This design comes from an exercise in tuning for small area, a short achievable clock period and few clock cycles per item on the open sky130 flow, not from production work.
Where RTL was checked, it was by simulation tests only, not by an equivalence proof against the original.
No activity file was given, so power comes from the tool's default toggle rates.

==> flow/design.v <==
module vvdiv #(
    parameter int VECTOR_SIZE = 16,
    parameter int INT_SIZE    = 16
) (
    input  logic                                  clock,
    input  logic                                  resetn,
    input  logic                                  in_valid,
    output logic                                  in_ready,
    input  logic [VECTOR_SIZE-1:0][INT_SIZE-1:0]  a,
    input  logic [VECTOR_SIZE-1:0][INT_SIZE-1:0]  x,
    output logic                                  out_valid,
    input  logic                                  out_ready,
    output logic [VECTOR_SIZE-1:0][INT_SIZE-1:0]  q,
    output logic [VECTOR_SIZE-1:0][INT_SIZE-1:0]  r,
    output logic [VECTOR_SIZE-1:0]                dz
);
    localparam int ITERS      = 1;
    localparam int LOAD_ITERS = 3;
    localparam int STEPS      = (INT_SIZE - LOAD_ITERS) / ITERS;
    localparam int CW         = $clog2(STEPS + 1);
    logic          busy;
    logic [CW-1:0] cnt;
    logic [VECTOR_SIZE-1:0][INT_SIZE-1:0] xr, rm, qa;
    logic [VECTOR_SIZE-1:0] zr;
    assign in_ready = !busy && (!out_valid || out_ready);
    always_ff @(posedge clock or negedge resetn) begin
        if (!resetn) begin
            busy      <= 1'b0;
            cnt       <= '0;
            out_valid <= 1'b0;
        end else if (busy) begin
            cnt <= cnt - 1'b1;
            if (cnt == CW'(1)) begin
                busy      <= 1'b0;
                out_valid <= 1'b1;
            end
        end else if (in_ready) begin
            busy      <= in_valid;
            cnt       <= CW'(STEPS);
            out_valid <= 1'b0;
        end
    end
    task automatic step(input logic [INT_SIZE-1:0] rv, input logic b,
                        input logic [INT_SIZE-1:0] xv,
                        output logic ge, output logic [INT_SIZE-1:0] rn);
        logic [INT_SIZE:0] trial, diff;
        trial = {rv, b};
        diff  = trial - {1'b0, xv};
        ge    = !diff[INT_SIZE];
        rn    = ge ? diff[INT_SIZE-1:0] : trial[INT_SIZE-1:0];
    endtask
    for (genvar i = 0; i < VECTOR_SIZE; i++) begin : g_lane
        logic [INT_SIZE-1:0] rem_ld, qa_ld, rem_it, qa_it;
        always_comb begin
            logic [LOAD_ITERS-1:0] top, xs, qs, rs;
            top = a[i][INT_SIZE-1 -: LOAD_ITERS];
            xs  = x[i][LOAD_ITERS-1:0];
            qs  = xs == '0 ? '1 : top / xs;
            rs  = xs == '0 ? top : top % xs;
            if ((x[i] >> LOAD_ITERS) != '0) begin
                qs = '0;
                rs = top;
            end
            rem_ld = INT_SIZE'(rs);
            qa_ld  = {a[i][INT_SIZE-LOAD_ITERS-1:0], qs};
            rem_it = rm[i];
            qa_it  = qa[i];
            for (int k = 0; k < ITERS; k++) begin
                logic ge;
                step(rem_it, qa_it[INT_SIZE-1], xr[i], ge, rem_it);
                qa_it = {qa_it[INT_SIZE-2:0], ge};
            end
        end
        always_ff @(posedge clock) begin
            if (busy) begin
                rm[i] <= rem_it;
                qa[i] <= qa_it;
            end else if (in_ready) begin
                xr[i] <= x[i];
                zr[i] <= x[i] == '0;
                rm[i] <= rem_ld;
                qa[i] <= qa_ld;
            end
        end
        assign q[i]  = qa[i];
        assign r[i]  = rm[i];
        assign dz[i] = zr[i];
    end
endmodule
Settings: LEC_CHECK=0, CAP_MARGIN=20, CORE_MARGIN=2, CORE_UTILIZATION=40, SETUP_SLACK_MARGIN=4.5, SLEW_MARGIN=20; clock period 8.0 ns.
standard.sh (not shown) runs the stock make flow with config.mk's settings and CLKGATE_MAP_FILE= SYNTH_SCRIPT=/design/flow/synth_recipe.tcl, a recipe that flattens the netlist after the stock synthesis.
==> flow/flow/run.sh <==
#!/bin/bash
# The standard layout, with plain buffers on the ports instead of the delay
# buffers buffer_ports picks by default. Every port still gets its own buffer.
set -euo pipefail
export BUFFER_PORTS_ARGS="-buffer_cell sky130_fd_sc_hd__buf_1"
bash standard.sh > standard.log 2>&1
Rerun with:
--- a/flow/design.v
+++ b/flow/design.v
@@ -13,11 +13,11 @@
     output logic [VECTOR_SIZE-1:0][INT_SIZE-1:0]  q,
     output logic [VECTOR_SIZE-1:0][INT_SIZE-1:0]  r,
     output logic [VECTOR_SIZE-1:0]                dz
 );
     localparam int ITERS      = 1;
-    localparam int LOAD_ITERS = 3;
+    localparam int LOAD_ITERS = 2;
     localparam int STEPS      = (INT_SIZE - LOAD_ITERS) / ITERS;
     localparam int CW         = $clog2(STEPS + 1);
     logic          busy;
     logic [CW-1:0] cnt;
     logic [VECTOR_SIZE-1:0][INT_SIZE-1:0] xr, rm, qa;
Outcome:
- routed wire length shrinks by 8.9%
- die area shrinks by 4.4%
- power shrinks by 2.8%
- combinational power shrinks by about 3%
- worst hold slack is better by 0.0063 ns
- setup slack is better by 0.18 ns
- area after synthesis shrinks by 4.4%
- register-to-register slack is better by 0.16 ns
- cell count shrinks by 7.6%
- critical path depth shrinks by 11
- design area shrinks by 11%
- core utilization shrinks by 3.7 points
Function was not checked in any run of this note: the RTL went through the layout flow alone.

---

before:
Another version of the RTL of vvdiv (not shown whole).
For scale: ~5,900 cells after synthesis, roughly 790 flip-flops, about 1,000 I/O pins, ~0.047 sq mm of cells after synthesis.
==> module vvdiv, before the edit <==
module vvdiv #(
    parameter int VECTOR_SIZE = 16,
    parameter int INT_SIZE    = 16
) (
    input  logic                                  clock,
    input  logic                                  resetn,
    input  logic                                  in_valid,
    output logic                                  in_ready,
    input  logic [VECTOR_SIZE-1:0][INT_SIZE-1:0]  a,
    input  logic [VECTOR_SIZE-1:0][INT_SIZE-1:0]  x,
    output logic                                  out_valid,
    input  logic                                  out_ready,
    output logic [VECTOR_SIZE-1:0][INT_SIZE-1:0]  q,
    output logic [VECTOR_SIZE-1:0][INT_SIZE-1:0]  r,
    output logic [VECTOR_SIZE-1:0]                dz
);
    localparam int ITERS      = 1;
    localparam int LOAD_ITERS = 3;
    localparam int STEPS      = (INT_SIZE - LOAD_ITERS) / ITERS;
    localparam int CW         = $clog2(STEPS + 1);
    logic          busy;
    logic [CW-1:0] cnt;
    logic [VECTOR_SIZE-1:0][INT_SIZE-1:0] xr, rm, qa;
    logic [VECTOR_SIZE-1:0] zr;
    logic idle;
    assign in_ready = idle;
    always_ff @(posedge clock or negedge resetn) begin
        if (!resetn) begin
            idle      <= 1'b1;
            busy      <= 1'b0;
            cnt       <= '0;
            out_valid <= 1'b0;
        end else if (busy) begin
            cnt <= cnt - 1'b1;
            if (cnt == CW'(1)) begin
                busy      <= 1'b0;
                out_valid <= 1'b1;
            end
        end else if (out_valid) begin
            if (out_ready) begin
                out_valid <= 1'b0;
                idle      <= 1'b1;
            end
        end else if (in_valid) begin
            idle <= 1'b0;
            busy <= 1'b1;
            cnt  <= CW'(STEPS);
        end
    end
    task automatic step(input logic [INT_SIZE-1:0] rv, input logic b,
                        input logic [INT_SIZE-1:0] xv,
                        output logic ge, output logic [INT_SIZE-1:0] rn);
        logic [INT_SIZE-1:0] t, g, p, c;
        t = {rv[INT_SIZE-2:0], b};
        g = t & ~xv;
        p = t | ~xv;
        g[0] = t[0] | ~xv[0];
        for (int l = 0; (1 << l) < INT_SIZE; l++) begin
            for (int j = 0; j < INT_SIZE; j++) begin
                if ((j >> l) & 1) begin
                    g[j] = g[j] | (p[j] & g[((j >> l) << l) - 1]);
                    p[j] = p[j] & p[((j >> l) << l) - 1];
                end
            end
        end
        c  = {g[INT_SIZE-2:0], 1'b1};
        ge = rv[INT_SIZE-1] | g[INT_SIZE-1];
        rn = ge ? (t ^ ~xv ^ c) : t;
    endtask
    for (genvar i = 0; i < VECTOR_SIZE; i++) begin : g_lane
        logic [INT_SIZE-1:0] rem_ld, qa_ld, rem_it, qa_it;
        always_comb begin
            logic [LOAD_ITERS-1:0] top, xs, qs, rs;
            top = a[i][INT_SIZE-1 -: LOAD_ITERS];
            xs  = x[i][LOAD_ITERS-1:0];
            qs  = xs == '0 ? '1 : top / xs;
            rs  = xs == '0 ? top : top % xs;
            if ((x[i] >> LOAD_ITERS) != '0) begin
                qs = '0;
                rs = top;
            end
            rem_ld = INT_SIZE'(rs);
            qa_ld  = {a[i][INT_SIZE-LOAD_ITERS-1:0], qs};
            rem_it = rm[i];
            qa_it  = qa[i];
            for (int k = 0; k < ITERS; k++) begin
                logic ge;
                step(rem_it, qa_it[INT_SIZE-1], xr[i], ge, rem_it);
                qa_it = {qa_it[INT_SIZE-2:0], ge};
            end
        end
        always_ff @(posedge clock) begin
            if (busy) begin
                rm[i] <= rem_it;
                qa[i] <= qa_it;
            end else if (idle) begin
                xr[i] <= x[i];
                zr[i] <= x[i] == '0;
                rm[i] <= rem_ld;
                qa[i] <= qa_ld;
            end
        end
        assign q[i]  = qa[i];
        assign r[i]  = rm[i];
        assign dz[i] = zr[i];
    end
endmodule
==> flow/config.mk <==
export PLATFORM = sky130hd
export DESIGN_NAME = vvdiv
export DESIGN_NICKNAME = vvdiv
export VERILOG_FILES = /design/flow/design.v
export SDC_FILE = /design/flow/constraint.sdc
export NUM_CORES = 4
export LEC_CHECK = 0
export ABC_AREA = 1
export CAP_MARGIN = 20
export CORE_MARGIN = 2
export CORE_UTILIZATION = 40
export SETUP_SLACK_MARGIN = 5.0
export SLEW_MARGIN = 20
==> flow/constraint.sdc <==
create_clock -name core_clock -period 8.0 [get_ports {clock}]
set_input_delay 1.6000 -clock core_clock [delete_from_list [all_inputs] [get_ports {clock}]]
set_output_delay 1.6000 -clock core_clock [all_outputs]
set_load 0.01 [all_outputs]
==> flow/flow/run.sh <==
#!/bin/bash
# The standard layout, with plain buffers on the ports instead of the delay
# buffers buffer_ports picks by default. Every port still gets its own buffer.
set -euo pipefail
export ADDER_MAP_FILE=
export BUFFER_PORTS_ARGS="-buffer_cell sky130_fd_sc_hd__buf_1"
bash standard.sh > standard.log 2>&1
Testbench counts of before, summed over its fixed seeds: cycles 3,840, items 256.
Input changes introduced in after (baseline for comparison: before):
--- a/flow/design.v
+++ b/flow/design.v
@@ -13,11 +13,11 @@
     output logic [VECTOR_SIZE-1:0][INT_SIZE-1:0]  q,
     output logic [VECTOR_SIZE-1:0][INT_SIZE-1:0]  r,
     output logic [VECTOR_SIZE-1:0]                dz
 );
     localparam int ITERS      = 1;
-    localparam int LOAD_ITERS = 3;
+    localparam int LOAD_ITERS = 2;
     localparam int STEPS      = (INT_SIZE - LOAD_ITERS) / ITERS;
     localparam int CW         = $clog2(STEPS + 1);
     logic          busy;
     logic [CW-1:0] cnt;
     logic [VECTOR_SIZE-1:0][INT_SIZE-1:0] xr, rm, qa;
@@ -88,18 +88,17 @@
                 step(rem_it, qa_it[INT_SIZE-1], xr[i], ge, rem_it);
                 qa_it = {qa_it[INT_SIZE-2:0], ge};
             end
         end
         always_ff @(posedge clock) begin
-            if (busy) begin
-                rm[i] <= rem_it;
-                qa[i] <= qa_it;
-            end else if (idle) begin
+            if (!out_valid) begin
+                rm[i] <= busy ? rem_it : rem_ld;
+                qa[i] <= busy ? qa_it : qa_ld;
+            end
+            if (idle) begin
                 xr[i] <= x[i];
                 zr[i] <= x[i] == '0;
-                rm[i] <= rem_ld;
-                qa[i] <= qa_ld;
             end
         end
         assign q[i]  = qa[i];
         assign r[i]  = rm[i];
         assign dz[i] = zr[i];
### Flow results
Changes observed in after relative to before: number of logic stages on the critical path including buffering now sits at about the same level; power consumed by the clock network saw an increase; area enclosed by the die boundary saw a decrease.
Per the comparison of after with before, post-route worst hold slack saw an increase, layout overhead on the synthesized area saw an increase, clock power share saw a decrease.
Going from before to after, the proportion of power drawn by flip-flops and latches was found to have gone down by 2.4 points.
Compare before and after | worst path setup slack after routing lower: after
Number of placed instances with taps included | after above before
Against before, the final cell area of after is higher.
Relative to before, highest clock frequency the design can meet decreased by about 2% in after.
before → after: synthesized cell count up 0.49%, multi-input gate count down 41.
Function not checked in after: the RTL went through the layout flow alone.

-- separate check: timing with driven ports --
How much do the figures lean on ideal ports? The routed layouts below were timed once more, with nothing changed but the port constraints. Step 1: set_driving_cell puts a clkbuf_16 on clock and a buf_2 on each other input, an assumption about the parent block. Step 2, shift: input delay + t, output delay - t, t = (earliest + latest rising clock arrival at the registers) / 2. This alone moves slack from input paths to output paths. Slacks: no drivers / after step 1 / after step 2; pairs: no drivers / after step 1.
run | shift t [ns] | setup slack, ns | worst data-port slew with drivers (ns) | pins driven straight from the clock port
the first run of note 1 | 0.778 | 4.059 / 4.046 / 3.268 | 0.35 | 1
the second run of note 1 | 0.758 | 4.236 / 4.212 / 4.006 | 0.16 | 1
before | 0.764 | 4.955 / 4.876 / 4.409 | 0.22 | 1
after | 0.762 | 4.894 / 4.814 / 4.395 | 0.20 | 1
After both steps setup and hold are still met in every run listed. For the first run of note 1, which loses most, drivers alone change the setup slack by -0.013 ns; drivers and shift together by -0.791 ns.
